This is an optimization exercise on Yosys and OpenROAD, whose aim is small area, not a production implementation. Function was checked by simulation only, so behaviour that the tests miss may differ from the original. No activity file was given, so power comes from the tool's default toggle rates.

==> flow/design.v <==
`default_nettype none
package skfd_pkg;
    localparam int FIFO_DEPTH = 32;
    localparam int CNT_W      = $clog2(FIFO_DEPTH + 1);
    localparam int COUNT_W    = 6;
    localparam logic [7:0] SC_EXT       = 8'hE0;
    localparam logic [7:0] SC_LSHIFT    = 8'h2A;
    localparam logic [7:0] SC_RSHIFT    = 8'h36;
    localparam logic [7:0] SC_LSHIFT_BR = 8'hAA;
    localparam logic [7:0] SC_RSHIFT_BR = 8'hB6;
    localparam logic [7:0] SC_CAPS      = 8'h3A;
    localparam logic [7:0] SC_TAB       = 8'h0F;
    localparam logic [7:0] SC_UP        = 8'h48;
    localparam logic [7:0] SC_DOWN      = 8'h50;
    localparam logic [7:0] SC_LEFT      = 8'h4B;
    localparam logic [7:0] SC_RIGHT     = 8'h4D;
    localparam logic [7:0] TOK_UP    = 8'hF1;
    localparam logic [7:0] TOK_DOWN  = 8'hF2;
    localparam logic [7:0] TOK_LEFT  = 8'hF3;
    localparam logic [7:0] TOK_RIGHT = 8'hF4;
    typedef enum logic [1:0] {
        MODE_SCAN     = 2'd0,
        MODE_POP      = 2'd1,
        MODE_CLEAR    = 2'd2,
        MODE_FLAG_CLR = 2'd3
    } mode_t;
    typedef struct packed {
        mode_t      mode;
        logic [7:0] scan_byte;
        logic       snapshot_enable;
    } cmd_t;
    typedef struct packed {
        logic               key_valid;
        logic [7:0]         key_char;
        logic [7:0]         key_scan;
        logic               key_pressed;
        logic [COUNT_W-1:0] fifo_count;
        logic               snapshot_saved;
        logic               snapshot_request;
    } evt_t;
    typedef struct packed {
        logic [7:0] ch;
        logic [7:0] scan;
        logic       pressed;
    } entry_t;
    localparam int ENTRY_W = 17;    
    typedef struct packed {
        logic   push;
        entry_t entry;
        logic   snap_req;
        logic   saved;
    } dec_t;
    typedef struct packed {
        logic shift;
        logic load;
    } cell_ctrl_t;
    function automatic logic [7:0] lower_char(input logic [6:0] code);
        logic [7:0] ch;
        case (code)
            7'h01: ch = 8'h1B;
            7'h02: ch = 8'h31;
            7'h03: ch = 8'h32;
            7'h04: ch = 8'h33;
            7'h05: ch = 8'h34;
            7'h06: ch = 8'h35;
            7'h07: ch = 8'h36;
            7'h08: ch = 8'h37;
            7'h09: ch = 8'h38;
            7'h0A: ch = 8'h39;
            7'h0B: ch = 8'h30;
            7'h0C: ch = 8'h2D;
            7'h0D: ch = 8'h3D;
            7'h0E: ch = 8'h08;
            7'h0F: ch = 8'h09;
            7'h10: ch = 8'h71;
            7'h11: ch = 8'h77;
            7'h12: ch = 8'h65;
            7'h13: ch = 8'h72;
            7'h14: ch = 8'h74;
            7'h15: ch = 8'h79;
            7'h16: ch = 8'h75;
            7'h17: ch = 8'h69;
            7'h18: ch = 8'h6F;
            7'h19: ch = 8'h70;
            7'h1A: ch = 8'h5B;
            7'h1B: ch = 8'h5D;
            7'h1C: ch = 8'h0A;
            7'h1E: ch = 8'h61;
            7'h1F: ch = 8'h73;
            7'h20: ch = 8'h64;
            7'h21: ch = 8'h66;
            7'h22: ch = 8'h67;
            7'h23: ch = 8'h68;
            7'h24: ch = 8'h6A;
            7'h25: ch = 8'h6B;
            7'h26: ch = 8'h6C;
            7'h27: ch = 8'h3B;
            7'h28: ch = 8'h27;
            7'h29: ch = 8'h60;
            7'h2B: ch = 8'h5C;
            7'h2C: ch = 8'h7A;
            7'h2D: ch = 8'h78;
            7'h2E: ch = 8'h63;
            7'h2F: ch = 8'h76;
            7'h30: ch = 8'h62;
            7'h31: ch = 8'h6E;
            7'h32: ch = 8'h6D;
            7'h33: ch = 8'h2C;
            7'h34: ch = 8'h2E;
            7'h35: ch = 8'h2F;
            7'h37: ch = 8'h2A;
            7'h39: ch = 8'h20;
            default: ch = 8'h00;
        endcase
        lower_char = ch;
    endfunction
    function automatic logic [7:0] upper_char(input logic [6:0] code);
        logic [7:0] ch;
        case (code)
            7'h01: ch = 8'h1B;
            7'h0E: ch = 8'h08;
            7'h0F: ch = 8'h09;
            7'h10: ch = 8'h51;
            7'h11: ch = 8'h57;
            7'h12: ch = 8'h45;
            7'h13: ch = 8'h52;
            7'h14: ch = 8'h54;
            7'h15: ch = 8'h59;
            7'h16: ch = 8'h55;
            7'h17: ch = 8'h49;
            7'h18: ch = 8'h4F;
            7'h19: ch = 8'h50;
            7'h1C: ch = 8'h0A;
            7'h1E: ch = 8'h41;
            7'h1F: ch = 8'h53;
            7'h20: ch = 8'h44;
            7'h21: ch = 8'h46;
            7'h22: ch = 8'h47;
            7'h23: ch = 8'h48;
            7'h24: ch = 8'h4A;
            7'h25: ch = 8'h4B;
            7'h26: ch = 8'h4C;
            7'h2C: ch = 8'h5A;
            7'h2D: ch = 8'h58;
            7'h2E: ch = 8'h43;
            7'h2F: ch = 8'h56;
            7'h30: ch = 8'h42;
            7'h31: ch = 8'h4E;
            7'h32: ch = 8'h4D;
            7'h39: ch = 8'h20;
            default: ch = 8'h00;
        endcase
        upper_char = ch;
    endfunction
    localparam logic [6:0] OP_NONE  = 7'h00;
    localparam logic [6:0] OP_POP   = 7'h3C;
    localparam logic [6:0] OP_CLEAR = 7'h3D;
    localparam logic [6:0] OP_SNAP  = 7'h3E;
    localparam logic [6:0] OP_FCLR  = 7'h3F;
    localparam logic [6:0] KC_UP    = 7'h7C;
    localparam logic [6:0] KC_DOWN  = 7'h7D;
    localparam logic [6:0] KC_LEFT  = 7'h7E;
    localparam logic [6:0] KC_RIGHT = 7'h7F;
    function automatic logic is_key_code(input logic [6:0] c);
        is_key_code = (c != OP_NONE) && (c[6] || c[5:2] != 4'b1111);
    endfunction
    function automatic logic [7:0] code_char(input logic [6:0] c);
        logic [7:0] ch;
        if (c[6] && c[5:2] == 4'b1111)
            ch = {6'b111100, c[1:0]} + 8'd1;
        else
        begin
            ch = lower_char({1'b0, c[5:0]});
            if (c[6])
                ch[5] = 1'b0;
        end
        code_char = ch;
    endfunction
    function automatic logic [7:0] code_scan(input logic [6:0] c);
        logic [7:0] sc;
        case (c)
            KC_UP:    sc = SC_UP;
            KC_DOWN:  sc = SC_DOWN;
            KC_LEFT:  sc = SC_LEFT;
            KC_RIGHT: sc = SC_RIGHT;
            default:  sc = {2'b00, c[5:0]};
        endcase
        code_scan = sc;
    endfunction
endpackage
`default_nettype wire
`default_nettype none
module scancode_key_decoder_fifo_top (
    input  wire logic            clk,
    input  wire logic            rst_n,
    input  wire logic            cmd_valid,
    output logic                 cmd_stall,
    input  wire logic [10:0]     cmd_in,
    output logic                 evt_valid,
    input  wire logic            evt_stall,
    output logic [25:0]          evt_out
);
    localparam int DEPTH = skfd_pkg::FIFO_DEPTH;
    logic [1:0] mode;
    logic [7:0] b;
    logic       en;
    assign mode = cmd_in[10:9];
    assign b    = cmd_in[8:1];
    assign en   = cmd_in[0];
    logic       prefix_reg, shift_reg, caps_reg, saved_reg;
    logic [5:0] count_reg;
    logic       out_valid_reg, skid_valid_reg;
    logic       out_req_reg;
    logic [6:0] out_key;
    logic [6:0] skid_op;
    logic [6:0] q [DEPTH];
    logic accept, take, exec;
    assign cmd_stall = skid_valid_reg;
    assign accept    = cmd_valid && !skid_valid_reg;
    assign take      = out_valid_reg && !evt_stall;
    assign exec      = skid_valid_reg ? take : (accept && (take || !out_valid_reg));
    logic [6:0] fresh_op;
    logic       prefix_next, shift_next, caps_next;
    logic [7:0] lo, up;
    assign lo = skfd_pkg::lower_char(b[6:0]);
    assign up = skfd_pkg::upper_char(b[6:0]);
    always_comb
    begin
        prefix_next = prefix_reg;
        shift_next  = shift_reg;
        caps_next   = caps_reg;
        fresh_op    = skfd_pkg::OP_NONE;
        case (mode)
            skfd_pkg::MODE_SCAN:
            begin
                if (b == skfd_pkg::SC_EXT)
                    prefix_next = 1'b1;
                else if (prefix_reg)
                begin
                    prefix_next = 1'b0;
                    case (b)
                        skfd_pkg::SC_UP:    fresh_op = skfd_pkg::KC_UP;
                        skfd_pkg::SC_DOWN:  fresh_op = skfd_pkg::KC_DOWN;
                        skfd_pkg::SC_LEFT:  fresh_op = skfd_pkg::KC_LEFT;
                        skfd_pkg::SC_RIGHT: fresh_op = skfd_pkg::KC_RIGHT;
                        default:            fresh_op = skfd_pkg::OP_NONE;
                    endcase
                end
                else if (b == skfd_pkg::SC_LSHIFT || b == skfd_pkg::SC_RSHIFT)
                    shift_next = 1'b1;
                else if (b == skfd_pkg::SC_LSHIFT_BR || b == skfd_pkg::SC_RSHIFT_BR)
                    shift_next = 1'b0;
                else if (b == skfd_pkg::SC_CAPS)
                    caps_next = !caps_reg;
                else if (b == skfd_pkg::SC_TAB && shift_reg && en)
                    fresh_op = skfd_pkg::OP_SNAP;
                else if (!b[7])
                begin
                    if (caps_reg ? (up != 8'h00) : (lo != 8'h00))
                        fresh_op = {caps_reg && up[6], b[5:0]};
                end
            end
            skfd_pkg::MODE_POP:   fresh_op = skfd_pkg::OP_POP;
            skfd_pkg::MODE_CLEAR: fresh_op = skfd_pkg::OP_CLEAR;
            default:              fresh_op = skfd_pkg::OP_FCLR;
        endcase
    end
    always_ff @(posedge clk or negedge rst_n)
    begin
        if (!rst_n)
        begin
            prefix_reg <= 1'b0;
            shift_reg  <= 1'b0;
            caps_reg   <= 1'b0;
        end
        else if (accept)
        begin
            prefix_reg <= prefix_next;
            shift_reg  <= shift_next;
            caps_reg   <= caps_next;
        end
    end
    logic [6:0] op;
    logic       is_key, is_pop, is_clr, is_snap, is_fclr;
    logic       full, nonempty, push;
    assign op       = skid_valid_reg ? skid_op : fresh_op;
    assign is_key   = skfd_pkg::is_key_code(op);
    assign is_pop   = (op == skfd_pkg::OP_POP);
    assign is_clr   = (op == skfd_pkg::OP_CLEAR);
    assign is_snap  = (op == skfd_pkg::OP_SNAP);
    assign is_fclr  = (op == skfd_pkg::OP_FCLR);
    assign full     = count_reg[5];
    assign nonempty = (count_reg != 6'd0);
    assign push     = exec && is_key;
    always_ff @(posedge clk or negedge rst_n)
    begin
        if (!rst_n)
        begin
            count_reg <= '0;
            saved_reg <= 1'b0;
        end
        else if (exec)
        begin
            if (is_key && !full)
                count_reg <= count_reg + 6'd1;
            else if (is_pop && nonempty)
                count_reg <= count_reg - 6'd1;
            else if (is_clr)
                count_reg <= '0;
            if (is_snap)
                saved_reg <= 1'b1;
            else if (is_fclr)
                saved_reg <= 1'b0;
        end
    end
    always_ff @(posedge clk)
    begin
        if (push)
        begin
            q[0] <= op;
            for (int i = 1; i < DEPTH; i++)
                q[i] <= q[i-1];
        end
    end
    always_ff @(posedge clk or negedge rst_n)
    begin
        if (!rst_n)
        begin
            out_valid_reg  <= 1'b0;
            skid_valid_reg <= 1'b0;
        end
        else
        begin
            if (take || !out_valid_reg)
                out_valid_reg <= skid_valid_reg || accept;
            if (take)
                skid_valid_reg <= 1'b0;
            else if (out_valid_reg && accept)
                skid_valid_reg <= 1'b1;
        end
    end
    logic [6:0] qr [DEPTH];
    logic [6:0] head;
    for (genvar j = 0; j < DEPTH; j++)
    begin : g_qr
        assign qr[j] = q[(j + DEPTH - 1) % DEPTH];
    end
    assign head = qr[count_reg[4:0]];
    always_ff @(posedge clk)
    begin
        if (!skid_valid_reg)
            skid_op <= fresh_op;
        if (take || !out_valid_reg)
        begin
            out_req_reg <= is_snap;
            out_key     <= (is_pop && nonempty) ? head : skfd_pkg::OP_NONE;
        end
    end
    logic [7:0] key_char, key_scan;
    assign key_char = skfd_pkg::code_char(out_key);
    assign key_scan = skfd_pkg::code_scan(out_key);
    assign evt_valid = out_valid_reg;
    logic key_valid;
    assign key_valid = (out_key != skfd_pkg::OP_NONE);
    assign evt_out   = {key_valid, key_char, key_scan, key_valid,
                        count_reg, saved_reg, out_req_reg};
endmodule
`default_nettype wire
==> flow/flow/run.sh <==
#!/bin/bash
# Own layout flow: the standard flow (standard.sh, all ORFS steps unchanged) with
#  - synthesis exactly as synth_recipe.tcl makes it;
#  - a clock tree of clkbuf_4/clkbuf_8 without dummy loads;
#  - buf_1 cells as the port buffers.
# Each tool's full output: ORFS's logs under orfs/logs, make's output in flow_make.log.
set -euo pipefail
W=$(pwd)
F=$W/flow

cat > "$W/own_config.mk" <<MK
include $W/config.mk
export CTS_ARGS = -sink_clustering_enable -repair_clock_nets -buf_list {sky130_fd_sc_hd__clkbuf_4 sky130_fd_sc_hd__clkbuf_8} -dont_use_dummy_load
export BUFFER_PORTS_ARGS = -buffer_cell sky130_fd_sc_hd__buf_1
MK

bash "$W/standard.sh" DESIGN_CONFIG="$W/own_config.mk" finish > "$W/flow_make.log" 2>&1
==> flow/standard.sh <==
#!/bin/bash
# synth_recipe.tcl (not shown) runs the flow's synth.tcl, then flattens the netlist and writes it again
# the make line also repeats each setting of config.mk as NAME=value (left out here)
make -C /OpenROAD-flow-scripts/flow DESIGN_CONFIG=/design/flow/config.mk WORK_HOME=/design/flow/orfs CLKGATE_MAP_FILE= SYNTH_SCRIPT=/design/flow/synth_recipe.tcl "${@:-finish}"
==> flow/config.mk <==
export PLATFORM = sky130hd
export DESIGN_NAME = scancode_key_decoder_fifo_top
export DESIGN_NICKNAME = scancode_key_decoder_fifo_top
export VERILOG_FILES = /design/flow/design.v
export SDC_FILE = /design/flow/constraint.sdc
export NUM_CORES = 4
export LEC_CHECK = 0
export ABC_AREA = 1
export CAP_MARGIN = 20
export CORE_MARGIN = 2
export CORE_UTILIZATION = 60
export CTS_BUF_LIST = sky130_fd_sc_hd__clkbuf_4 sky130_fd_sc_hd__clkbuf_8
export GPL_TIMING_DRIVEN = 0
export SLEW_MARGIN = 20
==> flow/constraint.sdc <==
create_clock -name core_clock -period 4.0 [get_ports {clk}]
set_input_delay 0.8000 -clock core_clock [delete_from_list [all_inputs] [get_ports {clk}]]
set_output_delay 0.8000 -clock core_clock [all_outputs]
set_load 0.01 [all_outputs]
==> reports/qor.yml, run 1 <==
synthesis:
  synth_edf_count: 232
  synth_top_area_share_pct: 56.0
  syn_nets: 1281
  synthArstFlopShare_pct: 4.65
  synth-seq-area-share_pct: 60.6
  yosysWarnings: 3
  synth.avg_cell_area_um2: 10.1
  ys_types: 53
  synthCells: 1234
  ys_ff_latch: 258
  synth_top_area_cell: "edfxtp_1"
  synthTopCellsByArea: "edfxtp_1, nand2_1, nand3_1, nor2_1, inv_1"
  synth_ff_type: "edfxtp_1"
  syn_area_um2: 12400
global_routing:
  grt_usage_pct: 27.8
  grt_first_pass_wirelength_mm: 47.8
  antenna_found_initial: 0
  grt_pass1_vias: 8917
  grt_max_degree: 21
  grt.overflow.total: 0
placed_design:
  dp_hpwl_mm: 21.7
  gp_congestion: 0.951
  portBuffers: 39
  post_dp_cell_area_um2: 13200
power:
  combPwrFrac_pct: 30.5
  p_leak_uw: 0.00581
  power_density_nw_per_um2: 545
  clkPwrFrac_pct: 23.0
  internal_power_uw: 5190
  net-switching-power_uw: 2720
  power_frac_seq_pct: 46.5
  vdd_drop_max_v: 0.000381
  power_switching_share_pct: 34.4
setup_path:
  worst_ep_arrival_time_ns: 4.27
  r2r-start: "count_reg[1]$_DFFE_PN0P_"
  worst_path_max_delay_cell: "or2_2"
  crit_top_cell: "nand2_1"
  worst_ep_required_time_ns: 4.39
  cp_max_fo: 8
  cp-start-kind: "input pin"
  crit_path_end_kind: "flop"
  worstSetupStartpoint: "cmd_in[2]"
  worstSetupPathType: "input pin to flop"
  path_buf_inv: 6
  slowest_delay_ns: 0.28
  crit_family: "simple AND/OR/NAND/NOR gates"
cells_and_area:
  diodes: 0
  design_area_um2: 14500
  layout_common_cells: "nand2_1, edfxtp_1, nor2_1, inv_1, nand3_1"
  top_register: "q"
  drive_gt1_share_pct: 17.7
  syn_to_final_growth_pct: 16.5
  final_common_cell: "nand2_1"
  fin_nets: 1417
  largest_reg_flops: 224
die:
  io_pins: 43
  die_width_um: 148
  die_h_um: 148
  dieArea_um2: 21900
  core-area_um2: 20300
  start_util_pct: 61.3
  rows: 52
route:
  wire_per_inst_um: 19.1
  viasPerCell: 5.94
  dr.pass1.iters: 5
  num_vias: 9732
  drt_iter0_markers: 849
  ant_nets: 0
  routed_wl_mm: 31.2
  route.detailed.drc: 0
clock_network:
  path_clk_slew_ns: 0.06
  insertion_delay_ns: 0.53
  root_buffer: "clkbuf_8"
  htreeDepth: 2
  numCtsBuffers: 42
  cts_tree: "built"
  clock_sinks: 258
  cts_buffer_depth: 3
timing:
  rsz0062_at_grt: "true"
  finalCritPeriodShare_pct: 96.9
  setup_viol: 0
  slew_violations: 0
  fin_skew_ns: 0.0459
  period_minus_slack_ns: 3.88
  tightest_slew_ns: 1.01
  hold_viol: 0
  slew_headroom_pct: 33.0
  fmax_ghz: 0.258
  tns_ns: 0
hold_path:
  min_path_type: "input pin to asynchronous set/reset pin"
status:
  status: "no timing/DRC/antenna violations"
flow_run:
  drv_cap: 0
-- synthesized netlist by cell type, types with 2 or more instances --
cell,count
o2111ai_1,7
edfxtp_1,232
a21oi_1,27
clkinv_1,5
clkbuf_1,7
o21ai_2,3
o22ai_1,7
buf_1,3
a211oi_1,2
a31oi_1,6
nor3_1,19
a221oi_1,12
a22oi_1,19
nand3_1,95
nor2_1,112
dfrtp_1,12
nor2_2,5
a32oi_1,2
inv_2,9
xor2_1,2
xnor2_1,2
nand2_2,8
nor4_1,4
ha_1,32
dfxtp_1,14
o211ai_1,4
a22o_1,19
or2_2,8
buf_6,3
nand2_1,326
inv_1,107
a2111oi_0,3
buf_2,9
a32o_1,6
buf_4,11
o21ai_0,21
nand4_1,42
o21ai_1,14
-- cells by family (layout without fill, tap and decap cells) --
| group | after synthesis | count (layout) | synth area share, % |
|---|---|---|---|
| other | 1 | 1 | 0.0301 |
| XOR/XNOR | 4 | 4 | 0.281 |
| AND/OR/NAND/NOR | 625 | 625 | 21.6 |
| AO/OA/AOI/OAI | 160 | 160 | 8.99 |
| flip-flops | 258 | 258 | 60.6 |
| buffers and inverters | 154 | 288 | 5.25 |
| adder cells (fa/ha/maj) | 32 | 32 | 3.22 |
-- worst register-to-register path, delay by kind of cell, from the launching register on --
kind | cells | cell delay, ns
adders and majority gates | 1 | 0.21
DFF | 1 | 0.44
and+or+nand+nor | 10 | 1.18
buffers and inverters | 5 | 0.62
AOI/OAI and AO/OA | 4 | 1.30
-- power groups by stage --
stage	logic, uW	clock network, uW	registers, uW
after floorplan	1360	0	3690
after global placement	1980	0	3770
after detailed placement	2080	0	3710
after CTS	2160	1860	3660
after global routing	2650	1960	3720
final	2410	1820	3680
-- area by class of cell --
class	count	area [um2]
fillers	1558	5800
repair buffers	94	727
inverters	121	474
plain buffers	31	229
flip-flops and latches	258	7550
clock buffers	42	578
well taps	270	338
multi-input cells	822	4600
-- layer usage --
layer	track usage [%]	up-vias	routed length, um
met1	41.3	4621	13700
met2	42.9	474	14500
met4	7.24	0	558
met3	4.81	48	2520
met5	0	-	0
li1	-	4589	-
-- metrics by stage --
| step | worst slack (ns) | hold WS, ns | total power [uW] | instances | utilization (%) |
|---|---|---|---|---|---|
| 2_1_floorplan | -4.41 | 0.422 | 5050 | 1234 | - |
| 3_3_place_gp | -7.78 | 0.428 | 5750 | 1543 | 64.0 |
| 3_5_place_dp | -1.81 | 0.433 | 5790 | 1559 | 65.2 |
| 4_1_cts | -0.0228 | 0.322 | 7680 | 1609 | 68.6 |
| 5_1_grt | -0.0907 | 0.352 | 8330 | 1638 | 71.4 |
| 6_report | 0.125 | 0.317 | 7910 | 1638 | 71.4 |
-- repair_timing --
item | 4_1_cts | 5_1_grt
endpoints found under the hold margin | 0 | 0
hold buffers | 0 | 0
pin swaps | 3 | 34
buffers inserted | 8 | 32
setup endpoints to repair | 246 | 178
cloned | 0 | 1
resized for setup | 24 | 105
-- final timing paths --
kind / endpoint / slack, ns / cells past startpoint
max in group asynchronous: count_reg[4]$_DFFE_PN0P_ / 3.17 / 1
min: shift_reg$_DFFE_PN0P_ / 0.32 / 1
max reg2reg: flop / 0.16 / 20
min reg2reg: q[12][6]$_DFFE_PP_ / 0.43 / 0
min in group core_clock: q[12][6]$_DFFE_PP_ / 0.43 / 0
max: flop / 0.12 / 33
==> run 2: changes to the inputs <==
--- a/flow/flow/run.sh
+++ b/flow/flow/run.sh
@@ -1,5 +1,6 @@
 #!/bin/bash
 # Own layout flow: the standard flow (standard.sh, all ORFS steps unchanged) with
-#  - synthesis exactly as synth_recipe.tcl makes it;
+#  - synthesis as synth_recipe.tcl makes it, except that ABC maps the logic with an
+#    area-only script (flow/heavy.abc) in place of ORFS's abc_area.script;
 #  - a clock tree of clkbuf_4/clkbuf_8 without dummy loads;
 #  - buf_1 cells as the port buffers.
@@ -9,4 +10,14 @@
 F=$W/flow
 
+cat > "$W/own_synth.tcl" <<TCL
+# synth_recipe.tcl with ABC's script replaced
+proc abc {args} {
+  set i [lsearch -exact \$args -script]
+  if { \$i >= 0 } { lset args [expr { \$i + 1 }] {$F/heavy.abc} }
+  yosys abc {*}\$args
+}
+source {$W/synth_recipe.tcl}
+TCL
+
 cat > "$W/own_config.mk" <<MK
 include $W/config.mk
@@ -15,3 +26,3 @@
 MK
 
-bash "$W/standard.sh" DESIGN_CONFIG="$W/own_config.mk" finish > "$W/flow_make.log" 2>&1
+bash "$W/standard.sh" DESIGN_CONFIG="$W/own_config.mk" SYNTH_SCRIPT="$W/own_synth.tcl" finish > "$W/flow_make.log" 2>&1
==> flow/flow/heavy.abc (new file) <==
strash
dch -f
map -a
strash
dch -f
map -a
strash
dch -f
map -a
topo
stime -c
buffer -c
upsize -c
dnsize -c
==> run 2 against run 1 <==
  * The layout now fails its checks (setup timing)
  * Maximum frequency down 9.8%
  * First-iteration DRC count grew 27%
  * Synthesized cell count down 20%
  * Setup slack worse by 0.42 ns
  * Cell area is 4.9% lower
  * Clock skew up 0.042 ns
  * Sequential cell count unchanged
  * Highest routed layer unchanged
==> reports/qor.yml, run 2 <==
status:
  status: "finished with violations"
  so_faults: "setup timing"
cells_and_area:
  stdcell_count: 1383
  top_register: "q"
  fin_nets: 1167
  fillerInstances: 1372
  final_util_pct: 71.5
  final_common_cell: "edfxtp_1"
  design_area_um2: 13800
  drive_gt1_share_pct: 20.9
  layout_common_cells: "edfxtp_1, nand2_1, nor2_1, a22oi_1, inv_1"
  syn_to_final_growth_pct: 17.8
  largest_reg_flops: 224
  diodes: 0
timing:
  rsz0062_at_grt: "true"
  slew_violations: 0
  slew_headroom_pct: 26.3
  tightest_slew_ns: 1.10
  fmax_ghz: 0.233
  hold_viol: 0
  period_minus_slack_ns: 4.30
  fin_skew_ns: 0.0884
  finalCritPeriodShare_pct: 107
  setup_viol: 34
  setup_ws_ns: -0.295
  whs_ns: 0.263
route:
  num_vias: 8767
  route.detailed.drc: 0
  ant_nets: 0
  dr.pass1.iters: 6
  wire_per_inst_um: 22.7
  viasPerCell: 6.34
  routed_wl_mm: 31.4
  drt_iter0_markers: 1075
setup_path:
  worst_ep_arrival_time_ns: 4.70
  r2r_setup_slack_ns: -0.26
  crit_path_end_kind: "flop"
  cp_max_fo: 9
  slowest_delay_ns: 0.29
  r2r_cells: 18
  path_buf_inv: 10
  r2r-start: "count_reg[4]$_DFFE_PN0P_"
  crit_family: "compound AO/OA/AOI/OAI gates"
  worst_ep_required_time_ns: 4.41
  worst_path_max_delay_cell: "a32o_1"
  worstSetupPathType: "input pin to flop"
  cp-start-kind: "input pin"
die:
  core-area_um2: 19300
  io_pins: 43
  dieArea_um2: 20600
  die_width_um: 144
  rows: 51
  start_util_pct: 60.7
  die_h_um: 144
placed_design:
  post_dp_cell_area_um2: 12600
  dp.cells: 1302
  dp_hpwl_mm: 20.7
  dp_slack_ns: -1.95
  gp_congestion: 0.907
  portBuffers: 41
hold_path:
  min_path_type: "input pin to asynchronous set/reset pin"
global_routing:
  grt_usage_pct: 30.7
  antenna_found_initial: 0
  grt_max_degree: 31
  grt_first_pass_wirelength_mm: 47.0
  grt_pass1_vias: 8321
  grt.overflow.total: 0
synthesis:
  synth_top_area_cell: "edfxtp_1"
  ys_ff_latch: 258
  synthCells: 986
  yosys-top-cells-count: "edfxtp_1, nor2_1, nand2_1"
  yosysMostFrequentCell: "edfxtp_1"
  synth-seq-area-share_pct: 64.5
  syn_nets: 1033
  synthArstFlopShare_pct: 4.65
  syn_area_um2: 11700
  yosysWarnings: 3
  ys_types: 62
  synthTopCellsByArea: "edfxtp_1, a22oi_1, nor2_1, ha_1, nand2_1"
  synth_top_area_share_pct: 59.6
  synth.avg_cell_area_um2: 11.9
  synth_ff_type: "edfxtp_1"
  synth_edf_count: 232
clock_network:
  cts_buffer_depth: 3
  clock_sinks: 258
  insertion_delay_ns: 0.56
  htreeDepth: 2
  path_clk_slew_ns: 0.06
  root_buffer: "clkbuf_8"
  numCtsBuffers: 42
  cts_tree: "built"
flow_run:
  drv_cap: 0
power:
  p_leak_uw: 0.00489
  vdd_drop_max_v: 0.000420
  power_density_nw_per_um2: 550
## run 2: worst max-delay path by stage
stage / from / end / slack, ns / depth (start not counted)
2_1_floorplan: cmd_in[2] / q[0][0]$_DFFE_PP_ / -2.56 / 18
3_3_place_gp: cmd_in[2] / q[13][1]$_DFFE_PP_ / -4.94 / 16
3_5_place_dp: cmd_in[2] / flop / -1.95 / 26
4_1_cts: cmd_in[3] / flop / -0.19 / 32
5_1_grt: cmd_in[3] / flop / -0.53 / 31
6_report: cmd_in[3] / flop / -0.30 / 30
## run 2: what timing repair did
action,CTS,global route
gates resized for setup,69,34
endpoints found under the setup margin,242,152
hold buffers,0,0
gates cloned,0,0
endpoints found under the hold margin,0,0
pin swaps,29,13
buffers inserted,36,3
## run 2: layout make-up
type,count,area [um2],share of cell area [%]
Timing Repair Buffer,90,723,5.25
Buffer,26,203,1.47
Tap cell,265,332,2.41
Clock buffer,42,578,4.19
Multi-Input combinational cell,610,4030,29.2
Inverter,92,370,2.69
Sequential cell,258,7550,54.8
## run 2: worst reg2reg max path, cell delays in order (launching register included)
cell,delay (ns)
dfrtp_1,0.51
clkinv_1,0.35
ha_1,0.30
buf_1,0.34
nor3_1,0.29
nand3_1,0.16
nor3_4,0.56
nand2_1,0.11
nand3_1,0.11
a221oi_1,0.05
nand3_1,0.22
nand2_1,0.11
nand2_1,0.09
o21ai_2,0.15
inv_1,0.12
clkbuf_2,0.24
nand2_1,0.14
nor3_2,0.19
o22ai_2,0.11
## run 2: logic make-up (layout without fill, tap and decap cells)
| kind of cell | Yosys count | after routing | share of synthesized area, % |
|---|---|---|---|
| AND/OR/NAND/NOR | 312 | 312 | 11.8 |
| AO/OA/AOI/OAI | 262 | 262 | 15.6 |
| flip-flops | 258 | 258 | 64.5 |
| buffers and inverters | 118 | 250 | 4.37 |
| adder cells (fa/ha/maj) | 32 | 32 | 3.42 |
| XOR/XNOR | 3 | 3 | 0.225 |
| other | 1 | 1 | 0.0321 |
## run 2: metal layers
layer	GRT usage, %	vias up	routed length (um)
met4	10.7	0	792
met5	0	-	0
met3	8.56	78	3370
met2	46.6	526	14400
met1	43.1	4208	12800
li1	-	3955	-
## run 2: through the flow
stage	total power, uW	setup TNS [ns]
2_1_floorplan	4840	-573.98
3_3_place_gp	5460	-1131.02
3_5_place_dp	5520	-298.48
4_1_cts	7500	-1.37
5_1_grt	7900	-13.27
6_report	7580	-3.53
## run 2: report_power, final
part | total, uW | internal, uW | switching, uW
registers | 3740 | 3480 | 261
logic | 2010 | 662 | 1350
clock network | 1830 | 925 | 905
total | 7580 | 5060 | 2520
==> run 3: changes to the inputs <==
--- a/flow/design.v
+++ b/flow/design.v
@@ -165,4 +165,8 @@
         is_key_code = (c != OP_NONE) && (c[6] || c[5:2] != 4'b1111);
     endfunction
+    localparam logic [511:0] LOWER_TAB = 512'h00000000000020002A002F2E2C6D6E627663787A5C0060273B6C6B6A686766647361000A5D5B706F697579747265777109083D2D303938373635343332311B00;
+    localparam logic [63:0] IN_LOWER  = 64'h02BFFBFFDFFFFFFE;
+    localparam logic [63:0] IN_CAPS   = 64'h0207F07FD3FFC002;
+    localparam logic [63:0] IS_LETTER = 64'h0007F07FC3FF0000;
     function automatic logic [7:0] code_char(input logic [6:0] c);
         logic [7:0] ch;
@@ -171,5 +175,5 @@
         else
         begin
-            ch = lower_char({1'b0, c[5:0]});
+            ch = LOWER_TAB[8*c[5:0] +: 8];
             if (c[6])
                 ch[5] = 1'b0;
@@ -222,7 +226,4 @@
     logic [6:0] fresh_op;
     logic       prefix_next, shift_next, caps_next;
-    logic [7:0] lo, up;
-    assign lo = skfd_pkg::lower_char(b[6:0]);
-    assign up = skfd_pkg::upper_char(b[6:0]);
     always_comb
     begin
@@ -257,6 +258,6 @@
                 else if (!b[7])
                 begin
-                    if (caps_reg ? (up != 8'h00) : (lo != 8'h00))
-                        fresh_op = {caps_reg && up[6], b[5:0]};
+                    if (!b[6] && (caps_reg ? skfd_pkg::IN_CAPS[b[5:0]] : skfd_pkg::IN_LOWER[b[5:0]]))
+                        fresh_op = {caps_reg && skfd_pkg::IS_LETTER[b[5:0]], b[5:0]};
                 end
             end
--- a/flow/flow/run.sh
+++ b/flow/flow/run.sh
@@ -2,5 +2,5 @@
 # Own layout flow: the standard flow (standard.sh, all ORFS steps unchanged) with
 #  - synthesis as synth_recipe.tcl makes it, except that ABC maps the logic with an
-#    area-only script (flow/heavy.abc) in place of ORFS's abc_area.script;
+#    area-oriented script (flow/heavy.abc) in place of ORFS's abc_area.script;
 #  - a clock tree of clkbuf_4/clkbuf_8 without dummy loads;
 #  - buf_1 cells as the port buffers.
@@ -22,5 +22,5 @@
 cat > "$W/own_config.mk" <<MK
 include $W/config.mk
-export CTS_ARGS = -sink_clustering_enable -repair_clock_nets -buf_list {sky130_fd_sc_hd__clkbuf_4 sky130_fd_sc_hd__clkbuf_8} -dont_use_dummy_load
+export CTS_ARGS = -sink_clustering_enable -repair_clock_nets -buf_list {sky130_fd_sc_hd__clkbuf_4 sky130_fd_sc_hd__clkbuf_8} -dont_use_dummy_load -sink_clustering_size 18 -sink_clustering_max_diameter 80
 export BUFFER_PORTS_ARGS = -buffer_cell sky130_fd_sc_hd__buf_1
 MK
==> flow/flow/heavy.abc (replaced) <==
strash
dch -f
map -a
strash
dch -f
map -a
strash
dch -f
map
topo
stime -c
buffer -c
upsize -c
dnsize -c
==> run 3 against run 2 <==
  * Now clean on timing, DRC and antenna
  * Clock power down 36%
  * Sequential share of layout area rose by 7.2 points
  * Sequential cell count down 7
  * Total power is 17% lower
  * Via count fell by 8.8%
  * Maximum frequency rose by 15%
  * Sequential power shrank 4%
  * Register-to-register slack better by 0.75 ns
  * Cell count down 15%
  * Count of clock-buffer cells in the layout shrank 24
==> reports/qor.yml, run 3 <==
timing:
  fin_skew_ns: 0.0920
  rsz0062_at_grt: "false"
  tightest_slew_ns: 1.05
  hold_viol: 0
  setup_viol: 0
  tns_ns: 0
  setup_ws_ns: 0.267
  fmax_ghz: 0.268
  finalCritPeriodShare_pct: 93.3
  period_minus_slack_ns: 3.73
  slew_violations: 0
  whs_ns: 0.307
  slew_headroom_pct: 29.4
power:
  vdd_drop_max_v: 0.000407
  p_leak_uw: 0.00430
  power_density_nw_per_um2: 529
synthesis:
  synthCells: 885
  synth-seq-area-share_pct: 67.3
  ys_types: 57
  syn_nets: 918
  ys_ff_latch: 251
  synth_top_area_share_pct: 63.3
  syn_area_um2: 11000
  synthArstFlopShare_pct: 4.78
  synth_edf_count: 232
  yosysMostFrequentCell: "edfxtp_1"
  synth_ff_type: "edfxtp_1"
  yosysWarnings: 3
  synth.avg_cell_area_um2: 12.4
  synth_top_area_cell: "edfxtp_1"
  synthTopCellsByArea: "edfxtp_1, nand2_1, a22oi_1, inv_1, dfrtp_1"
  yosys-top-cells-count: "edfxtp_1, nand2_1, inv_1"
die:
  io_pins: 43
  rows: 49
  dieArea_um2: 19400
  die_h_um: 139
  core-area_um2: 18000
  die_width_um: 139
  start_util_pct: 61.3
cells_and_area:
  diodes: 0
  multi_input_area_um2: 3220
  seqCellArea_um2: 7410
  fillerInstances: 1352
  final_common_cell: "edfxtp_1"
  fin_nets: 985
  top_register: "q"
  drive_gt1_share_pct: 7.05
  largest_reg_flops: 224
  layout_common_cells: "edfxtp_1, nand2_1, inv_1, nor2_1, a22oi_1"
  syn_to_final_growth_pct: 8.59
  stdcell_count: 1179
setup_path:
  cp_max_fo: 11
  path_cells: "clkbuf_1 -> inv_1 -> clkbuf_1 -> nor2_1 -> inv_1 -> a31o_2 -> a221oi_1 -> nand3_1 -> buf_1"
  crit_family: "buffers and inverters"
  slowest_delay_ns: 0.41
  worst_ep_arrival_time_ns: 2.93
  path_buf_inv: 5
  worst_ep_required_time_ns: 3.20
  worstSetupPathType: "flop to output port"
  crit_path_end_kind: "output port"
  cp-start-kind: "flop"
  worst_path_max_delay_cell: "edfxtp_1"
route:
  ant_nets: 0
  dr.pass1.iters: 8
  wire_per_inst_um: 23.9
  drt_iter0_markers: 1042
  routed_wl_mm: 28.2
  viasPerCell: 6.78
  num_vias: 7998
  route.detailed.drc: 0
global_routing:
  grt_pass1_vias: 7562
  grt_usage_pct: 28.5
  grt.overflow.total: 0
  grt_first_pass_wirelength_mm: 43.0
  grt_max_degree: 33
  antenna_found_initial: 0
clock_network:
  clock_sinks: 251
  path_clk_slew_ns: 0.11
  htreeDepth: 1
  cts_tree: "built"
  numCtsBuffers: 18
  root_buffer: "clkbuf_8"
  cts_buffer_depth: 3
  insertion_delay_ns: 0.55
placed_design:
  gp_congestion: 0.957
  dp_hpwl_mm: 19.5
  dp.cells: 1160
  portBuffers: 38
  dp_slack_ns: -0.349
status:
  status: "no timing/DRC/antenna violations"
hold_path:
  min_path_type: "input pin to asynchronous set/reset pin"
flow_run:
  drv_cap: 0
run 3: cell families (layout without fill, tap and decap cells):
logic type               count (synthesis)  after routing  share of synthesized area (%)
AO/OA/AOI/OAI                          216            216                           14.3
AND/OR/NAND/NOR                        286            286                           11.9
XOR/XNOR                                 4              4                          0.318
flip-flops                             251            251                           67.3
adder cells (fa/ha/maj)                 18             18                           2.05
other                                    1              1                         0.0341
buffers and inverters                  109            174                           4.10
run 3: where the power goes:
group / total, uW / leakage [uW] / internal [uW] / switching [uW]
sequential: 3590 / 0.00241 / 3360 / 231
clock: 1170 / 0.000129 / 408 / 762
combinational: 1560 / 0.00176 / 460 / 1100
total: 6320 / 0.00430 / 4220 / 2100
run 3: layout make-up:
class | count | share of cell area, %
multi-input cells | 525 | 26.9
inverters | 86 | 2.72
plain buffers | 23 | 1.14
repair buffers | 47 | 2.78
well taps | 229 | 2.40
clock buffers | 18 | 2.07
flip-flops and latches | 251 | 62.0
run 3: worst register-to-register path, delay by kind of cell, from the launching register on:
family          cells  cell delay (ns)
simple gates        5             0.60
buf+inv             3             0.47
compound gates      5             1.42
flops               1             0.46
fa+ha+maj           1             0.24
run 3: path summary, 6_finish.rpt:
kind	depth (start not counted)	startpoint	slack [ns]	end
min in group core_clock	0	q[6][2]$_DFFE_PP_	0.40	q[7][2]$_DFFE_PP_
hold reg to reg	0	q[6][2]$_DFFE_PP_	0.40	q[7][2]$_DFFE_PP_
setup reg to reg	14	count_reg[0]$_DFFE_PN0P_	0.49	out_key[1]$_SDFFCE_PN0N_
setup / recovery	9	out_key[2]$_SDFFCE_PN0N_	0.27	evt_out[17]
max in group asynchronous	1	rst_n	3.27	caps_reg$_DFFE_PN0P_
hold / removal	1	rst_n	0.31	count_reg[3]$_DFFE_PN0P_
run 3: stage by stage:
step	cell area [um2]	power (uW)	utilization, %
2_1_floorplan	11100	4540	-
3_3_place_gp	11500	5070	64.0
3_5_place_dp	11700	5150	65.0
4_1_cts	11900	6290	66.4
5_1_grt	12000	6570	66.5
6_report	12000	6320	66.5
run 3: timing repair:
item | CTS | global route
hold buffers | 0 | 0
gates cloned | 0 | 0
buffers inserted | 0 | 1
hold endpoints to repair | 0 | 0
resized for setup | 1 | 1
pin swaps | 0 | 1
endpoints found under the setup margin | 3 | 90
run 3: metal layers:
layer | GRT usage (%) | share of wire [%] | vias up
li1 | - | - | 3501
met5 | 0 | 0 | -
met3 | 3.65 | 10 | 65
met4 | 8.77 | 2.7 | 0
met1 | 41.9 | 41 | 3935
met2 | 45.3 | 47 | 497
==> run 4: changes to the inputs <==
==> flow/flow/run.sh (replaced) <==
#!/bin/bash
# Own layout flow: the standard flow (standard.sh, all ORFS steps unchanged) with
#  - synthesis exactly as synth_recipe.tcl makes it;
#  - a clock tree of clkbuf_4/clkbuf_8 without dummy loads;
#  - buf_1 cells as the port buffers.
# Each tool's full output: ORFS's logs under orfs/logs, make's output in flow_make.log.
set -euo pipefail
W=$(pwd)
F=$W/flow

cat > "$W/own_config.mk" <<MK
include $W/config.mk
export CTS_ARGS = -sink_clustering_enable -repair_clock_nets -buf_list {sky130_fd_sc_hd__clkbuf_4 sky130_fd_sc_hd__clkbuf_8} -dont_use_dummy_load -sink_clustering_size 18 -sink_clustering_max_diameter 80
export BUFFER_PORTS_ARGS = -buffer_cell sky130_fd_sc_hd__buf_1
MK

bash "$W/standard.sh" DESIGN_CONFIG="$W/own_config.mk" finish > "$W/flow_make.log" 2>&1
removed: flow/flow/heavy.abc
==> run 4 against run 3 <==
  * Still clean
  * Register-to-register slack gained 0.13 ns
  * Count of clock-buffer cells in the layout unchanged
  * Clock power barely moved
  * Setup slack improved by 0.10 ns
  * Sequential cell count stayed put
  * Total power is 0.15% higher
  * Synthesized cell count up 12%
  * Global-route usage shrank 3.2 points
  * First-iteration DRC count shrank 37%
  * Cell count is 8.7% higher
  * Critical path depth is 2 lower
==> reports/qor.yml, run 4 <==
cells_and_area:
  drive_gt1_share_pct: 7.31
  fin_nets: 1088
  syn_to_final_growth_pct: 7.23
  fillerInstances: 1383
  diodes: 0
  final_common_cell: "nand2_1"
  largest_reg_flops: 224
  layout_common_cells: "nand2_1, edfxtp_1, nor2_1, inv_1, nand3_1"
  design_area_um2: 12000
  top_register: "q"
global_routing:
  grt_max_degree: 55
  grt_pass1_vias: 7231
  grt_first_pass_wirelength_mm: 39.0
  antenna_found_initial: 2
  grt_usage_pct: 25.4
  grt.overflow.total: 0
route:
  route.detailed.drc: 0
  viasPerCell: 6.01
  dr.pass1.iters: 5
  num_vias: 7708
  wire_per_inst_um: 19.6
  routed_wl_mm: 25.1
  ant_nets: 0
  drt_iter0_markers: 653
status:
  status: "no timing/DRC/antenna violations"
setup_path:
  crit_end: "evt_out[9]"
  r2r-end: "q[18][4]$_DFFE_PP_"
  cp_max_fo: 8
  crit_top_cell: "nand2_1"
  cp-start-kind: "flop"
  worst_path_max_delay_cell: "nor3_1"
  slowest_delay_ns: 0.71
  worstSetupStartpoint: "out_key[4]$_SDFFCE_PN0N_"
  path_buf_inv: 2
  path_depth: 7
  worst_ep_required_time_ns: 3.20
  r2r_cells: 14
  worst_ep_arrival_time_ns: 2.83
  r2r_setup_slack_ns: 0.62
  r2r-start: "caps_reg$_DFFE_PN0P_"
  crit_family: "simple AND/OR/NAND/NOR gates"
  worstSetupPathType: "flop to output port"
  path_cells: "clkbuf_1 -> nand2_1 -> nor3_1 -> o31ai_1 -> nand2_1 -> o221ai_1 -> buf_1"
  crit_path_end_kind: "output port"
timing:
  whs_ns: 0.292
  setup_viol: 0
  tightest_slew_ns: 1.00
  hold_viol: 0
  rsz0062_at_grt: "false"
  finalCritPeriodShare_pct: 90.8
  slew_violations: 0
  period_minus_slack_ns: 3.63
  fin_skew_ns: 0.0606
  fmax_ghz: 0.275
  slew_headroom_pct: 33.1
synthesis:
  synth_edf_count: 232
  yosysMostFrequentCell: "nand2_1"
  synthArstFlopShare_pct: 4.78
  synth_top_area_cell: "edfxtp_1"
  yosys-top-cells-count: "nand2_1, edfxtp_1, nor2_1"
  yosysWarnings: 3
  ys_types: 53
  ys_ff_latch: 251
  synthCells: 992
  syn_area_um2: 11200
  synth_ff_type: "edfxtp_1"
  synth-seq-area-share_pct: 66.4
  syn_nets: 1025
  synth.avg_cell_area_um2: 11.2
  synthTopCellsByArea: "edfxtp_1, nand2_1, nor2_1, dfrtp_1, inv_1"
  synth_top_area_share_pct: 62.4
die:
  core-area_um2: 18100
  io_pins: 43
  dieArea_um2: 19700
  die_width_um: 140
  rows: 49
  die_h_um: 140
  start_util_pct: 61.7
power:
  clkPwrFrac_pct: 18.5
  internal_power_uw: 4220
  power_frac_seq_pct: 56.4
  vdd_drop_max_v: 0.000444
  power_density_nw_per_um2: 529
  power_switching_share_pct: 33.3
  combPwrFrac_pct: 25.1
  net-switching-power_uw: 2110
  p_leak_uw: 0.00447
  power_uw: 6330
clock_network:
  cts_buffer_depth: 3
  insertion_delay_ns: 0.55
  numCtsBuffers: 18
  post_cts_buffers: 0
  htreeDepth: 1
  cts_tree: "built"
  cts_hold_buf: 0
  clock_sinks: 251
  root_buffer: "clkbuf_8"
  cts_resized: 0
  path_clk_slew_ns: 0.11
hold_path:
  min_path_type: "input pin to asynchronous set/reset pin"
placed_design:
  post_dp_cell_area_um2: 11700
  gp_congestion: 0.901
  portBuffers: 39
  dp_hpwl_mm: 17.5
flow_run:
  drv_cap: 0
## run 4: per-layer routing
| layer | GRT usage [%] | up-vias | routed length, um |
|---|---|---|---|
| li1 | - | 3655 | - |
| met1 | 35.5 | 3712 | 10900 |
| met2 | 42.0 | 288 | 11900 |
| met3 | 3.62 | 49 | 1570 |
| met4 | 7.39 | 4 | 714 |
| met5 | 0 | - | 25 |
## run 4: cell families (layout without fill, tap and decap cells)
group / Yosys count / count (layout) / share of synthesized area, %
AO/OA/AOI/OAI: 118 / 118 / 7.65
other: 1 / 1 / 0.0336
buffers and inverters: 109 / 170 / 4.09
adder cells (fa/ha/maj): 18 / 18 / 2.02
flip-flops: 251 / 251 / 66.4
AND/OR/NAND/NOR: 491 / 491 / 19.5
XOR/XNOR: 4 / 4 / 0.314
## run 4: worst min-delay path by stage
stage / from / endpoint / slack (ns) / cells past startpoint
3_5_place_dp: q[3][3]$_DFFE_PP_ / q[4][3]$_DFFE_PP_ / 0.43 / 0
2_1_floorplan: q[28][6]$_DFFE_PP_ / q[29][6]$_DFFE_PP_ / 0.42 / 0
4_1_cts: rst_n / count_reg[5]$_DFFE_PN0P_ / 0.29 / 1
5_1_grt: rst_n / count_reg[5]$_DFFE_PN0P_ / 0.35 / 1
3_3_place_gp: q[28][6]$_DFFE_PP_ / q[29][6]$_DFFE_PP_ / 0.42 / 0
6_report: rst_n / count_reg[5]$_DFFE_PN0P_ / 0.29 / 1
## run 4: stage by stage
stage	worst slack (ns)	cells	utilization (%)	TNS, ns
2_1_floorplan	-0.0298	992	-	-6.69
3_3_place_gp	-1.07	1260	64.3	-238.48
3_5_place_dp	-0.0245	1264	64.8	-1.22
4_1_cts	0.424	1282	66.1	0
5_1_grt	0.227	1282	66.1	0
6_report	0.368	1282	66.1	0
## run 4: final cells by class
| cell class | count | area [um2] | share of cell area [%] |
|---|---|---|---|
| flip-flops and latches | 251 | 7410 | 61.9 |
| multi-input cells | 632 | 3300 | 27.6 |
| inverters | 88 | 344 | 2.88 |
| well taps | 229 | 287 | 2.40 |
| clock buffers | 18 | 248 | 2.07 |
| repair buffers | 43 | 234 | 1.96 |
| plain buffers | 21 | 140 | 1.17 |
## run 4: power by group through the flow
stage | Sequential (uW) | Clock (uW) | Combinational [uW]
after floorplan | 3570 | 0 | 1030
after global placement | 3630 | 0 | 1530
after detailed placement | 3620 | 0 | 1570
after CTS | 3570 | 1200 | 1580
after global routing | 3610 | 1260 | 1750
final | 3570 | 1170 | 1590
==> run 5: changes to the inputs <==
==> flow/run.sh (new file) <==
#!/bin/bash
# synth_recipe.tcl (not shown) runs the flow's synth.tcl, then flattens the netlist and writes it again
# the make line also repeats each setting of config.mk as NAME=value (left out here)
make -C /OpenROAD-flow-scripts/flow DESIGN_CONFIG=/design/flow/config.mk WORK_HOME=/design/flow/orfs CLKGATE_MAP_FILE= SYNTH_SCRIPT=/design/flow/synth_recipe.tcl finish
removed: flow/flow/run.sh
removed: flow/standard.sh
==> run 5 against run 4 <==
  * Via count increased by 3.0%
  * Utilization rose by 4.6 points
  * Combinational power is 7% higher
  * Maximum frequency decreased by 4.5%
  * Sequential share of layout area down 4.1 points
  * Critical path depth rose by 2
  * Synthesized cell count did not move
  * Cell area increased by 7.0%
  * Synthesized area is the same
  * Critical path type unchanged
==> reports/qor.yml, run 5 <==
status:
  status: "no timing/DRC/antenna violations"
setup_path:
  path_buf_inv: 3
  worst_ep_required_time_ns: 3.20
  worstSetupPathType: "flop to output port"
  crit_family: "buffers and inverters"
  worst_path_max_delay_cell: "clkdlybuf4s50_1"
  slowest_delay_ns: 0.56
  worst_ep_arrival_time_ns: 3.00
  cp-start-kind: "flop"
  cp_max_fo: 11
  crit_top_cell: "nand2_1"
  crit_path_end_kind: "output port"
  path_cells: "clkbuf_1 -> clkinv_1 -> ha_1 -> nand2_1 -> nand2_1 -> nand3_1 -> a31oi_1 -> o21ai_0 -> clkdlybuf4s50_1"
clock_network:
  cts_buffer_depth: 3
  numCtsBuffers: 41
  cts_tree: "built"
  clock_sinks: 251
  cts_hold_buf: 0
  htreeDepth: 2
  path_clk_slew_ns: 0.06
  insertion_delay_ns: 0.54
  root_buffer: "clkbuf_8"
global_routing:
  grt_pass1_vias: 7522
  grt_max_degree: 61
  antenna_found_initial: 1
  grt_first_pass_wirelength_mm: 40.2
  grt_usage_pct: 26.4
  grt.overflow.total: 0
die:
  start_util_pct: 61.7
  die_h_um: 140
  rows: 49
  core-area_um2: 18100
  io_pins: 43
  dieArea_um2: 19700
  die_width_um: 140
timing:
  hold_viol: 0
  tightest_slew_ns: 0.974
  finalCritPeriodShare_pct: 95.1
  fin_skew_ns: 0.0158
  fmax_ghz: 0.263
  rsz0062_at_grt: "false"
  whs_ns: 0.444
  slew_headroom_pct: 34.8
  setup_viol: 0
  period_minus_slack_ns: 3.80
  slew_violations: 0
synthesis:
  synthTopCellsByArea: "edfxtp_1, nand2_1, nor2_1, dfrtp_1, inv_1"
  synthArstFlopShare_pct: 4.78
  synth_ff_type: "edfxtp_1"
  synth_top_area_share_pct: 62.4
  syn_nets: 1025
  synth.avg_cell_area_um2: 11.2
  synth_top_area_cell: "edfxtp_1"
  synth-seq-area-share_pct: 66.4
  syn_area_um2: 11200
  synth_edf_count: 232
  yosysMostFrequentCell: "nand2_1"
  ys_types: 53
  synthCells: 992
  yosysWarnings: 3
  ys_ff_latch: 251
  yosys-top-cells-count: "nand2_1, edfxtp_1, nor2_1"
cells_and_area:
  diodes: 0
  largest_reg_flops: 224
  final_common_cell: "nand2_1"
  syn_to_final_growth_pct: 14.8
  layout_common_cells: "nand2_1, edfxtp_1, nor2_1, inv_1, nand3_1"
  seqCellArea_um2: 7410
  fin_nets: 1116
  top_register: "q"
  drive_gt1_share_pct: 11.9
  fillerInstances: 1307
  multi_input_area_um2: 3310
  design_area_um2: 12800
route:
  viasPerCell: 5.91
  ant_nets: 0
  route.detailed.drc: 0
  dr.pass1.iters: 5
  wire_per_inst_um: 19.1
  num_vias: 7939
  routed_wl_mm: 25.7
  drt_iter0_markers: 775
hold_path:
  min_path_type: "flop to flop"
power:
  power_uw: 7420
  vdd_drop_max_v: 0.000439
  power_density_nw_per_um2: 579
  p_leak_uw: 0.00490
placed_design:
  gp_congestion: 0.931
  dp_hpwl_mm: 17.5
  post_dp_cell_area_um2: 12000
  portBuffers: 39
flow_run:
  drv_cap: 0
## run 5: cell counts after synthesis
Identical to the previous run, type by type.
## run 5: final timing paths
kind | startpoint | endpoint | slack, ns | cells past startpoint
max | out_key[2]$_SDFFCE_PN0N_ | evt_out[22] | 0.20 | 9
min | q[0][0]$_DFFE_PP_ | q[1][0]$_DFFE_PP_ | 0.44 | 0
max reg2reg | count_reg[0]$_DFFE_PN0P_ | out_key[5]$_SDFFCE_PN0N_ | 0.74 | 11
min reg2reg | q[0][0]$_DFFE_PP_ | q[1][0]$_DFFE_PP_ | 0.44 | 0
max in group asynchronous | rst_n | count_reg[4]$_DFFE_PN0P_ | 2.94 | 1
min in group asynchronous | rst_n | prefix_reg$_DFFE_PN0P_ | 0.65 | 1
## run 5: routing by layer
layer	share of wire (%)	track usage (%)	routed length [um]	up-vias
li1	-	-	-	3738
met1	42	36.5	10900	3785
met2	47	41.3	12100	342
met3	7.1	5.26	1840	72
met4	3.7	11.7	947	2
met5	0.047	0	12	-
## run 5: timing repair
action,CTS,global route
gates resized for setup,0,1
setup buffers,0,5
endpoints found under the setup margin,0,12
## run 5: worst register-to-register path, stage by stage (launching register included)
cell      delay, ns
dfrtp_1        0.44
inv_1          0.14
ha_1           0.31
nand2_1        0.11
inv_1          0.11
nand2_1        0.14
inv_1          0.15
a22o_1         0.24
a221oi_1       0.26
nand4_1        0.20
nor4_1         0.73
a31oi_1        0.15
## run 5: metrics by stage
step	setup slack [ns]	std cells	utilization, %	TNS, ns
finish	0.196	1343	70.8	0
global placement	-1.40	1260	65.6	-311.50
detailed placement	-0.291	1264	66.2	-14.44
global route	0.0207	1343	70.8	0
CTS	0.0135	1338	70.5	0
floorplan	-0.0298	992	-	-6.69
## run 5: cells by family (layout without fill, tap and decap cells)
kind of cell | Yosys count | after routing | share of synthesized area [%]
compound gates | 118 | 118 | 7.65
flops | 251 | 251 | 66.4
simple gates | 491 | 491 | 19.5
xor+xnor | 4 | 4 | 0.314
buf+inv | 109 | 231 | 4.09
fa+ha+maj | 18 | 18 | 2.02
other cells | 1 | 1 | 0.0336
## run 5: final cells by class
type | instances | area share [%]
Timing Repair Buffer | 48 | 4.14
Buffer | 21 | 1.09
Sequential cell | 251 | 57.9
Tap cell | 229 | 2.24
Multi-Input combinational cell | 632 | 25.8
Inverter | 88 | 2.69
Clock inverter | 12 | 0.450
Clock buffer | 62 | 5.69
## run 5: power by group
group	switching (uW)	total [uW]	internal (uW)
Combinational	1150	1700	550
Sequential	206	3570	3370
Clock	980	2140	1160
==> run 6: changes to the inputs <==
--- a/flow/design.v
+++ b/flow/design.v
@@ -153,16 +153,15 @@
         upper_char = ch;
     endfunction
-    localparam logic [6:0] OP_NONE  = 7'h00;
-    localparam logic [6:0] OP_POP   = 7'h3C;
-    localparam logic [6:0] OP_CLEAR = 7'h3D;
-    localparam logic [6:0] OP_SNAP  = 7'h3E;
-    localparam logic [6:0] OP_FCLR  = 7'h3F;
+    localparam logic [6:0] KEY_NONE = 7'h00;
     localparam logic [6:0] KC_UP    = 7'h7C;
     localparam logic [6:0] KC_DOWN  = 7'h7D;
     localparam logic [6:0] KC_LEFT  = 7'h7E;
     localparam logic [6:0] KC_RIGHT = 7'h7F;
-    function automatic logic is_key_code(input logic [6:0] c);
-        is_key_code = (c != OP_NONE) && (c[6] || c[5:2] != 4'b1111);
-    endfunction
+    localparam logic [2:0] OP_NONE  = 3'd0;
+    localparam logic [2:0] OP_PUSH  = 3'd1;
+    localparam logic [2:0] OP_POP   = 3'd2;
+    localparam logic [2:0] OP_CLEAR = 3'd3;
+    localparam logic [2:0] OP_SNAP  = 3'd4;
+    localparam logic [2:0] OP_FCLR  = 3'd5;
     localparam logic [511:0] LOWER_TAB = 512'h00000000000020002A002F2E2C6D6E627663787A5C0060273B6C6B6A686766647361000A5D5B706F697579747265777109083D2D303938373635343332311B00;
     localparam logic [63:0] IN_LOWER  = 64'h02BFFBFFDFFFFFFE;
@@ -217,5 +216,5 @@
     logic       out_req_reg;
     logic [6:0] out_key;
-    logic [6:0] skid_op;
+    logic [2:0] skid_op;
     logic [6:0] q [DEPTH];
     logic accept, take, exec;
@@ -224,5 +223,6 @@
     assign take      = out_valid_reg && !evt_stall;
     assign exec      = skid_valid_reg ? take : (accept && (take || !out_valid_reg));
-    logic [6:0] fresh_op;
+    logic [2:0] fresh_op;
+    logic [6:0] fresh_key;
     logic       prefix_next, shift_next, caps_next;
     always_comb
@@ -232,4 +232,5 @@
         caps_next   = caps_reg;
         fresh_op    = skfd_pkg::OP_NONE;
+        fresh_key   = {caps_reg && skfd_pkg::IS_LETTER[b[5:0]], b[5:0]};
         case (mode)
             skfd_pkg::MODE_SCAN:
@@ -240,10 +241,11 @@
                 begin
                     prefix_next = 1'b0;
+                    fresh_op    = skfd_pkg::OP_PUSH;
                     case (b)
-                        skfd_pkg::SC_UP:    fresh_op = skfd_pkg::KC_UP;
-                        skfd_pkg::SC_DOWN:  fresh_op = skfd_pkg::KC_DOWN;
-                        skfd_pkg::SC_LEFT:  fresh_op = skfd_pkg::KC_LEFT;
-                        skfd_pkg::SC_RIGHT: fresh_op = skfd_pkg::KC_RIGHT;
-                        default:            fresh_op = skfd_pkg::OP_NONE;
+                        skfd_pkg::SC_UP:    fresh_key = skfd_pkg::KC_UP;
+                        skfd_pkg::SC_DOWN:  fresh_key = skfd_pkg::KC_DOWN;
+                        skfd_pkg::SC_LEFT:  fresh_key = skfd_pkg::KC_LEFT;
+                        skfd_pkg::SC_RIGHT: fresh_key = skfd_pkg::KC_RIGHT;
+                        default:            fresh_op  = skfd_pkg::OP_NONE;
                     endcase
                 end
@@ -256,9 +258,7 @@
                 else if (b == skfd_pkg::SC_TAB && shift_reg && en)
                     fresh_op = skfd_pkg::OP_SNAP;
-                else if (!b[7])
-                begin
-                    if (!b[6] && (caps_reg ? skfd_pkg::IN_CAPS[b[5:0]] : skfd_pkg::IN_LOWER[b[5:0]]))
-                        fresh_op = {caps_reg && skfd_pkg::IS_LETTER[b[5:0]], b[5:0]};
-                end
+                else if (!b[7] && !b[6] &&
+                         (caps_reg ? skfd_pkg::IN_CAPS[b[5:0]] : skfd_pkg::IN_LOWER[b[5:0]]))
+                    fresh_op = skfd_pkg::OP_PUSH;
             end
             skfd_pkg::MODE_POP:   fresh_op = skfd_pkg::OP_POP;
@@ -282,9 +282,9 @@
         end
     end
-    logic [6:0] op;
+    logic [2:0] op;
     logic       is_key, is_pop, is_clr, is_snap, is_fclr;
     logic       full, nonempty, push;
     assign op       = skid_valid_reg ? skid_op : fresh_op;
-    assign is_key   = skfd_pkg::is_key_code(op);
+    assign is_key   = (op == skfd_pkg::OP_PUSH);
     assign is_pop   = (op == skfd_pkg::OP_POP);
     assign is_clr   = (op == skfd_pkg::OP_CLEAR);
@@ -293,5 +293,5 @@
     assign full     = count_reg[5];
     assign nonempty = (count_reg != 6'd0);
-    assign push     = exec && is_key;
+    assign push     = accept && (fresh_op == skfd_pkg::OP_PUSH);
     always_ff @(posedge clk or negedge rst_n)
     begin
@@ -319,5 +319,5 @@
         if (push)
         begin
-            q[0] <= op;
+            q[0] <= fresh_key;
             for (int i = 1; i < DEPTH; i++)
                 q[i] <= q[i-1];
@@ -355,5 +355,5 @@
         begin
             out_req_reg <= is_snap;
-            out_key     <= (is_pop && nonempty) ? head : skfd_pkg::OP_NONE;
+            out_key     <= (is_pop && nonempty) ? head : skfd_pkg::KEY_NONE;
         end
     end
@@ -363,5 +363,5 @@
     assign evt_valid = out_valid_reg;
     logic key_valid;
-    assign key_valid = (out_key != skfd_pkg::OP_NONE);
+    assign key_valid = (out_key != skfd_pkg::KEY_NONE);
     assign evt_out   = {key_valid, key_char, key_scan, key_valid,
                         count_reg, saved_reg, out_req_reg};
==> flow/flow/run.sh (new file) <==
#!/bin/bash
# Own layout flow: the standard flow (standard.sh, all ORFS steps unchanged) with
#  - synthesis exactly as synth_recipe.tcl makes it;
#  - a clock tree of clkbuf_4/clkbuf_8 without dummy loads;
#  - buf_1 cells as the port buffers.
# Each tool's full output: ORFS's logs under orfs/logs, make's output in flow_make.log.
set -euo pipefail
W=$(pwd)
F=$W/flow

cat > "$W/own_config.mk" <<MK
include $W/config.mk
export CTS_ARGS = -sink_clustering_enable -repair_clock_nets -buf_list {sky130_fd_sc_hd__clkbuf_4 sky130_fd_sc_hd__clkbuf_8} -dont_use_dummy_load -sink_clustering_size 18 -sink_clustering_max_diameter 80
export BUFFER_PORTS_ARGS = -buffer_cell sky130_fd_sc_hd__buf_1
MK

bash "$W/standard.sh" DESIGN_CONFIG="$W/own_config.mk" finish > "$W/flow_make.log" 2>&1
==> flow/standard.sh (new file) <==
#!/bin/bash
# synth_recipe.tcl (not shown) runs the flow's synth.tcl, then flattens the netlist and writes it again
# the make line also repeats each setting of config.mk as NAME=value (left out here)
make -C /OpenROAD-flow-scripts/flow DESIGN_CONFIG=/design/flow/config.mk WORK_HOME=/design/flow/orfs CLKGATE_MAP_FILE= SYNTH_SCRIPT=/design/flow/synth_recipe.tcl "${@:-finish}"
removed: flow/run.sh
==> run 6 against run 5 <==
  * Synthesized area fell by 1.4%
  * Count of clock-buffer cells in the layout fell by 44
  * Critical path type unchanged
  * Die area fell by 1.4%
  * Largest power group unchanged
  * Sequential power fell by 17%
  * Cell count fell by 4.2%
  * Via count fell by 5.9%
  * Wire length fell by 9.8%
  * Still clean on timing, DRC and antenna
==> reports/qor.yml, run 6 <==
timing:
  tightest_slew_ns: 0.864
  slew_violations: 0
  hold_viol: 0
  whs_ns: 0.314
  fmax_ghz: 0.264
  rsz0062_at_grt: "false"
  finalCritPeriodShare_pct: 94.6
  period_minus_slack_ns: 3.78
  fin_skew_ns: 0.0733
  setup_viol: 0
  slew_headroom_pct: 41.9
hold_path:
  min_path_type: "input pin to asynchronous set/reset pin"
global_routing:
  grt.overflow.total: 0
  grt_usage_pct: 23.7
  grt_first_pass_wirelength_mm: 36.9
  antenna_found_initial: 0
  grt_pass1_vias: 7084
  grt_max_degree: 19
die:
  die_width_um: 139
  rows: 49
  dieArea_um2: 19400
  io_pins: 43
  core-area_um2: 18000
  die_h_um: 139
  start_util_pct: 61.2
route:
  routed_wl_mm: 23.2
  drt_iter0_markers: 629
  num_vias: 7474
  route.detailed.drc: 0
  wire_per_inst_um: 18.0
  dr.pass1.iters: 5
  viasPerCell: 5.81
  ant_nets: 0
power:
  net-switching-power_uw: 1960
  p_leak_uw: 0.00461
  power_frac_seq_pct: 51.6
  power_uw: 5760
  internal_power_uw: 3800
  vdd_drop_max_v: 0.000347
  combPwrFrac_pct: 29.0
  power_switching_share_pct: 34.1
  power_density_nw_per_um2: 483
  clkPwrFrac_pct: 19.4
synthesis:
  synth-seq-area-share_pct: 66.6
  yosysMostFrequentCell: "nand2_1"
  synthTopCellsByArea: "edfxtp_1, nand2_1, inv_1, nor2_1, nand3_1"
  syn_nets: 1017
  ys_ff_latch: 247
  synth_ff_type: "edfxtp_1"
  synthArstFlopShare_pct: 4.86
  yosysWarnings: 3
  synth_edf_count: 232
  synthCells: 984
  yosys-top-cells-count: "nand2_1, edfxtp_1, inv_1"
  synth_top_area_share_pct: 63.3
  synth_top_area_cell: "edfxtp_1"
  ys_types: 56
  syn_area_um2: 11000
  synth.avg_cell_area_um2: 11.2
cells_and_area:
  stdcell_count: 1287
  largest_reg_flops: 224
  syn_to_final_growth_pct: 8.58
  fin_nets: 1093
  diodes: 0
  final_common_cell: "nand2_1"
  drive_gt1_share_pct: 7.47
  fillerInstances: 1394
  layout_common_cells: "nand2_1, edfxtp_1, inv_1, nor2_1, nand3_1"
clock_network:
  cts_resized: 0
  clock_sinks: 247
  cts_tree: "built"
  insertion_delay_ns: 0.55
  post_cts_buffers: 0
  path_clk_slew_ns: 0.11
  root_buffer: "clkbuf_8"
  numCtsBuffers: 18
  cts_hold_buf: 0
  htreeDepth: 1
  cts_buffer_depth: 3
setup_path:
  cp_max_fo: 10
  r2r-end: "out_key[3]$_SDFFCE_PN0N_"
  crit_path_end_kind: "output port"
  r2r-start: "count_reg[4]$_DFFE_PN0P_"
  worst_ep_arrival_time_ns: 2.98
  worst_ep_required_time_ns: 3.20
  r2r_cells: 9
  worstSetupPathType: "flop to output port"
  r2r_setup_slack_ns: 1.10
  cp-start-kind: "flop"
placed_design:
  dp_hpwl_mm: 17.2
  dp.cells: 1269
  portBuffers: 39
  gp_congestion: 0.884
flow_run:
  drv_cap: 0
status:
  status: "no timing/DRC/antenna violations"
[run 6: worst max-delay path by stage]
stage,from,end,slack [ns],cells after the start
final,out_key[1]$_SDFFCE_PN0N_,evt_out[25],0.22,8
after global placement,cmd_in[5],q[26][5]$_DFFE_PP_,-5.77,6
after CTS,out_key[1]$_SDFFCE_PN0N_,evt_out[25],0.25,8
after global routing,out_key[1]$_SDFFCE_PN0N_,evt_out[25],0.03,8
after detailed placement,cmd_in[1],q[24][5]$_DFFE_PP_,0.41,18
after floorplan,cmd_in[3],q[0][0]$_DFFE_PP_,-3.65,6
[run 6: cells by family after synthesis]
group                    share of synthesized area, %
adder cells (fa/ha/maj)                          2.05
flip-flops                                       66.6
AND/OR/NAND/NOR                                  18.9
buffers and inverters                            4.31
XOR/XNOR                                        0.398
AO/OA/AOI/OAI                                    7.65
other                                          0.0341
[run 6: per-stage QoR]
step	setup TNS, ns	util [%]	area, um2	setup slack (ns)
CTS	0	66.5	11900	0.253
finish	0	66.5	11900	0.215
global route	0	66.5	11900	0.0285
global placement	-1289.18	63.9	11500	-5.77
floorplan	-818.57	-	11000	-3.65
detailed placement	0	65.1	11700	0.406
[run 6: area by class of cell]
cell class,count,area (um2),share of cell area [%]
buffer,22,133,1.11
clock buffer,18,248,2.07
inverter,93,349,2.92
multi-input combinational,622,3230,27.1
sequential,247,7330,61.4
tap,229,287,2.40
timing repair buffer,56,364,3.05
[run 6: power by group through the flow]
stage	combinational [uW]	clock (uW)	sequential [uW]
after floorplan	1110	0	3020
after CTS	1650	1150	2970
after global routing	1840	1230	2980
final	1670	1120	2970
after detailed placement	1640	0	3030
after global placement	1630	0	3040
[run 6: critical path: stages, from the launching register on]
cell and delay (ns):
edfxtp_1 0.60, inv_1 0.32, ha_1 0.23, inv_1 0.08, nor2_1 0.39, nand2_1 0.17
or4_1 0.45, buf_4 0.15, buf_1 0.11
[run 6: layer usage]
| metal | GRT usage (%) | vias to the layer above | wire length, um |
|---|---|---|---|
| li1 | - | 3624 | - |
| met1 | 34.4 | 3588 | 10500 |
| met2 | 38.8 | 224 | 11000 |
| met3 | 2.82 | 38 | 1240 |
| met4 | 5.74 | 0 | 446 |
| met5 | 0 | - | 0 |

[static timing again, ports no longer ideal]
The flow's constraints put no driver on any port. The routed layouts listed below were extracted and timed again, unchanged, in two steps.
Step 1 assumes that a clkbuf_16 drives the clock port and a buf_2 every other input.
Step 2 also shifts input and output timing later by t, the mid clock arrival at the registers, as if the neighbouring blocks saw the same clock.
Slacks: ideal ports / drivers / drivers and shift; pairs: ideal ports / drivers.
run | t, ns | setup slack, ns | worst setup path at the end | clock arrival spread, ns
run 1 | 0.553 | 0.125 / 0.101 / -0.453 | input to register | 0.046 / 0.045
run 2 | 0.560 | -0.295 / -0.312 / -0.872 | input to register | 0.094 / 0.093
run 3 | 0.551 | 0.267 / 0.224 / 0.023 | input to register | 0.092 / 0.092
run 4 | 0.565 | 0.368 / 0.325 / -0.004 | input to register | 0.061 / 0.061
run 5 | 0.578 | 0.196 / 0.152 / -0.284 | input to register | 0.020 / 0.020
run 6 | 0.532 | 0.215 / 0.172 / 0.467 | input to register | 0.125 / 0.124
Met with ideal ports but missed after step 2: setup timing in run 1, run 4 and run 5. For run 1, which loses most, drivers alone change the setup slack by -0.024 ns; drivers and shift together by -0.578 ns.
